Background: an optimization exercise with open tools, aiming at small area and a short achievable clock period. Do not read the settings as production practice. Function was checked by simulation only, so behaviour that the tests miss may differ from the original. No activity file was given, so power comes from the tool's default toggle rates.

==> inputs of sierra <==
==> flow/design.v <==
module dmem_256x8 (
  input  logic       clk,
  input  logic       reset,
  input  logic [7:0] data_a,
  input  logic       mem_read,
  input  logic       mem_write,
  input  logic [7:0] data_b,
  output logic [7:0] data_out
);
  logic [7:0]  mem_core [0:255];
  logic [15:0] valid;
  logic [15:0] hi, lo;
  always_comb begin
    for (int j = 0; j < 16; j++) begin
      hi[j] = (data_a[7:4] == 4'(j));
      lo[j] = (data_a[3:0] == 4'(j));
    end
  end
  logic [7:0] wbus [0:15];
  always_comb begin
    for (int p = 0; p < 16; p++)
      wbus[p] = lo[p] ? data_b : 8'h00;
  end
  logic [255:0] we;
  always_comb begin
    for (int i = 0; i < 256; i++)
      we[i] = mem_write & hi[i / 16] & (lo[i % 16] | ~valid[i / 16]);
  end
  always_ff @(posedge clk) begin
    for (int i = 0; i < 256; i++)
      if (we[i]) mem_core[i] <= wbus[i % 16];
  end
  always_ff @(posedge clk or negedge reset) begin
    if (!reset)
      valid <= '0;
    else if (mem_write)
      valid <= valid | hi;
  end
  logic [7:0] rd_word;
  always_comb begin
    rd_word = '0;
    for (int i = 0; i < 256; i++)
      rd_word = rd_word | ({8{hi[i / 16] & valid[i / 16] & lo[i % 16]}} & mem_core[i]);
  end
  assign data_out = mem_read ? rd_word : 8'h00;
endmodule
==> flow/run.sh <==
#!/bin/bash
# synth_recipe.tcl (not shown) runs the flow's synth.tcl, then flattens the netlist and writes it again
# the make line also repeats each setting of config.mk as NAME=value (left out here)
make -C /OpenROAD-flow-scripts/flow DESIGN_CONFIG=/design/flow/config.mk WORK_HOME=/design/flow/orfs CLKGATE_MAP_FILE= SYNTH_SCRIPT=/design/flow/synth_recipe.tcl finish
==> flow/config.mk <==
export PLATFORM = sky130hd
export DESIGN_NAME = dmem_256x8
export DESIGN_NICKNAME = dmem_256x8
export VERILOG_FILES = /design/flow/design.v
export SDC_FILE = /design/flow/constraint.sdc
export NUM_CORES = 4
export LEC_CHECK = 0
export ABC_AREA = 1
export CAP_MARGIN = 20
export CORE_MARGIN = 2
export CORE_UTILIZATION = 65
export CTS_BUF_LIST = sky130_fd_sc_hd__clkbuf_16
export CTS_CLUSTER_DIAMETER = 80
export CTS_CLUSTER_SIZE = 20
export SETUP_SLACK_MARGIN = 5
export SLEW_MARGIN = 20
==> flow/constraint.sdc <==
create_clock -name core_clock -period 12.0 [get_ports {clk}]
set_input_delay 2.4000 -clock core_clock [delete_from_list [all_inputs] [get_ports {clk}]]
set_output_delay 2.4000 -clock core_clock [all_outputs]
set_load 0.01 [all_outputs]
==> zinc: changes against sierra <==
--- a/flow/design.v
+++ b/flow/design.v
@@ -37,10 +37,61 @@
       valid <= valid | hi;
   end
+  logic [7:0]  a_n;
+  logic [3:0]  pa, pb, pc, pd;
+  logic [15:0] lo_n, hv_n, vr;
+  logic [255:0] rwl;
+  for (genvar k = 0; k < 8; k++) begin : g_inv
+    dmem_inv u (.a(data_a[k]), .y(a_n[k]));
+  end
+  for (genvar q = 0; q < 4; q++) begin : g_pair
+    dmem_nor2 u_a (.a(q[0] ? a_n[0] : data_a[0]), .b(q[1] ? a_n[1] : data_a[1]), .y(pa[q]));
+    dmem_nor2 u_b (.a(q[0] ? a_n[2] : data_a[2]), .b(q[1] ? a_n[3] : data_a[3]), .y(pb[q]));
+    dmem_nor2 u_c (.a(q[0] ? a_n[4] : data_a[4]), .b(q[1] ? a_n[5] : data_a[5]), .y(pc[q]));
+    dmem_nor2 u_d (.a(q[0] ? a_n[6] : data_a[6]), .b(q[1] ? a_n[7] : data_a[7]), .y(pd[q]));
+  end
+  always_comb begin
+    for (int j = 0; j < 16; j++) vr[j] = valid[j] & mem_read;
+  end
+  for (genvar j = 0; j < 16; j++) begin : g_pre
+    dmem_nand2 u_lo (.a(pa[j % 4]), .b(pb[j / 4]), .y(lo_n[j]));
+    dmem_nand3 u_hv (.a(pc[j % 4]), .b(pd[j / 4]), .c(vr[j]), .y(hv_n[j]));
+  end
+  for (genvar i = 0; i < 256; i++) begin : g_rwl
+    dmem_nor2 u (.a(hv_n[i / 16]), .b(lo_n[i % 16]), .y(rwl[i]));
+  end
   logic [7:0] rd_word;
   always_comb begin
     rd_word = '0;
     for (int i = 0; i < 256; i++)
-      rd_word = rd_word | ({8{hi[i / 16] & valid[i / 16] & lo[i % 16]}} & mem_core[i]);
+      rd_word = rd_word | ({8{rwl[i]}} & mem_core[i]);
   end
-  assign data_out = mem_read ? rd_word : 8'h00;
+  assign data_out = rd_word;
 endmodule
+module dmem_inv (
+  input  logic a,
+  output logic y
+);
+  assign y = ~a;
+endmodule
+module dmem_nand2 (
+  input  logic a,
+  input  logic b,
+  output logic y
+);
+  assign y = ~(a & b);
+endmodule
+module dmem_nand3 (
+  input  logic a,
+  input  logic b,
+  input  logic c,
+  output logic y
+);
+  assign y = ~(a & b & c);
+endmodule
+module dmem_nor2 (
+  input  logic a,
+  input  logic b,
+  output logic y
+);
+  assign y = ~(a | b);
+endmodule
==> flow/flow/run.sh (new file) <==
#!/bin/bash
set -euo pipefail
export SYNTH_KEEP_MODULES="dmem_inv dmem_nand2 dmem_nand3 dmem_nor2"
bash standard.sh synth > synth.log 2>&1
bash standard.sh > layout.log 2>&1
==> flow/standard.sh (new file) <==
#!/bin/bash
# synth_recipe.tcl (not shown) runs the flow's synth.tcl, then flattens the netlist and writes it again
# the make line also repeats each setting of config.mk as NAME=value (left out here)
make -C /OpenROAD-flow-scripts/flow DESIGN_CONFIG=/design/flow/config.mk WORK_HOME=/design/flow/orfs CLKGATE_MAP_FILE= SYNTH_SCRIPT=/design/flow/synth_recipe.tcl "${@:-finish}"
removed: flow/run.sh
==> comparison <==
Of sierra and zinc, zinc has the higher utilization (gap 0.36 points). In zinc the routed wire length is smaller than in sierra, by 0.83%. sierra completed without violations. zinc finished clean. Between sierra and zinc, the lower register-to-register slack is in zinc (gap 400 ps). Against zinc, the area after synthesis of sierra is larger by about 2.5%. Cell count: sierra is larger than zinc (about 5%). In sequential power, zinc and sierra hardly differ. Sequential share of layout area: zinc is higher than sierra (1.5 points).
==> figures <==
| item | zinc | sierra |
|---|---|---|
| Routed metal-1 wire length | 95.92 mm | 100.5 mm |
| CTS clk-pin slew, worst paths | 90 ps | 80 ps |
| Standard-cell row count | 129 | 131 |
| Worst max-slew margin expressed relative to the limit | 0.1143 | 0.1265 |
| Inserted tap cell count | 1637 | 1662 |
| Fill cell count | 7793 | 8246 |
| Detail-routed net length per standard cell | 34.61 um | 33.14 um |
| Area taken by flip-flops and latches | 0.06190 mm^2 | 0.06190 mm^2 |
| Status | no timing/DRC/antenna violations | no timing/DRC/antenna violations |
| Number of gates given a new drive strength after cts | 971 | 840 |
| Router iterations before antenna repair | 26 | 7 |
| Fraction of the mapped netlist area in simple logic gates | 0.1872 | 0.2207 |
| Number of DRC markers after the initial detailed-route iteration | 11527 | 11959 |
| Final clock period utilization by the worst path | 0.5925 | 0.6032 |
| Wire length on met3 | 53.06 mm | 51.64 mm |
| Overall global routing resource usage | 0.4713 | 0.4585 |

-- separate check: timing with driven ports --
How much do the figures lean on ideal ports? The routed layouts below were timed once more, with nothing changed but the port constraints.
Step 1, drivers: a clkbuf_16 drives clk and a buf_2 each remaining input, both assumed.
Step 2 adds t to the input delays and takes it off the output delays; t is the mean of the earliest and latest rising clock arrival at the registers after step 1. Input paths then give back, and output paths get back, about the clock's delay inside the block.
Three values: no drivers, after step 1, after step 2; two values: the first two.
run	t (ns)	slack for setup (ns)	pins driven straight from the clock port
sierra	0.845	4.761 / 4.675 / 4.675	1
zinc	0.845	4.890 / 4.719 / 4.719	1
After both steps setup and hold are still met in every run listed. For zinc, which loses most, drivers alone change the setup slack by -0.171 ns; drivers and shift together by -0.171 ns.
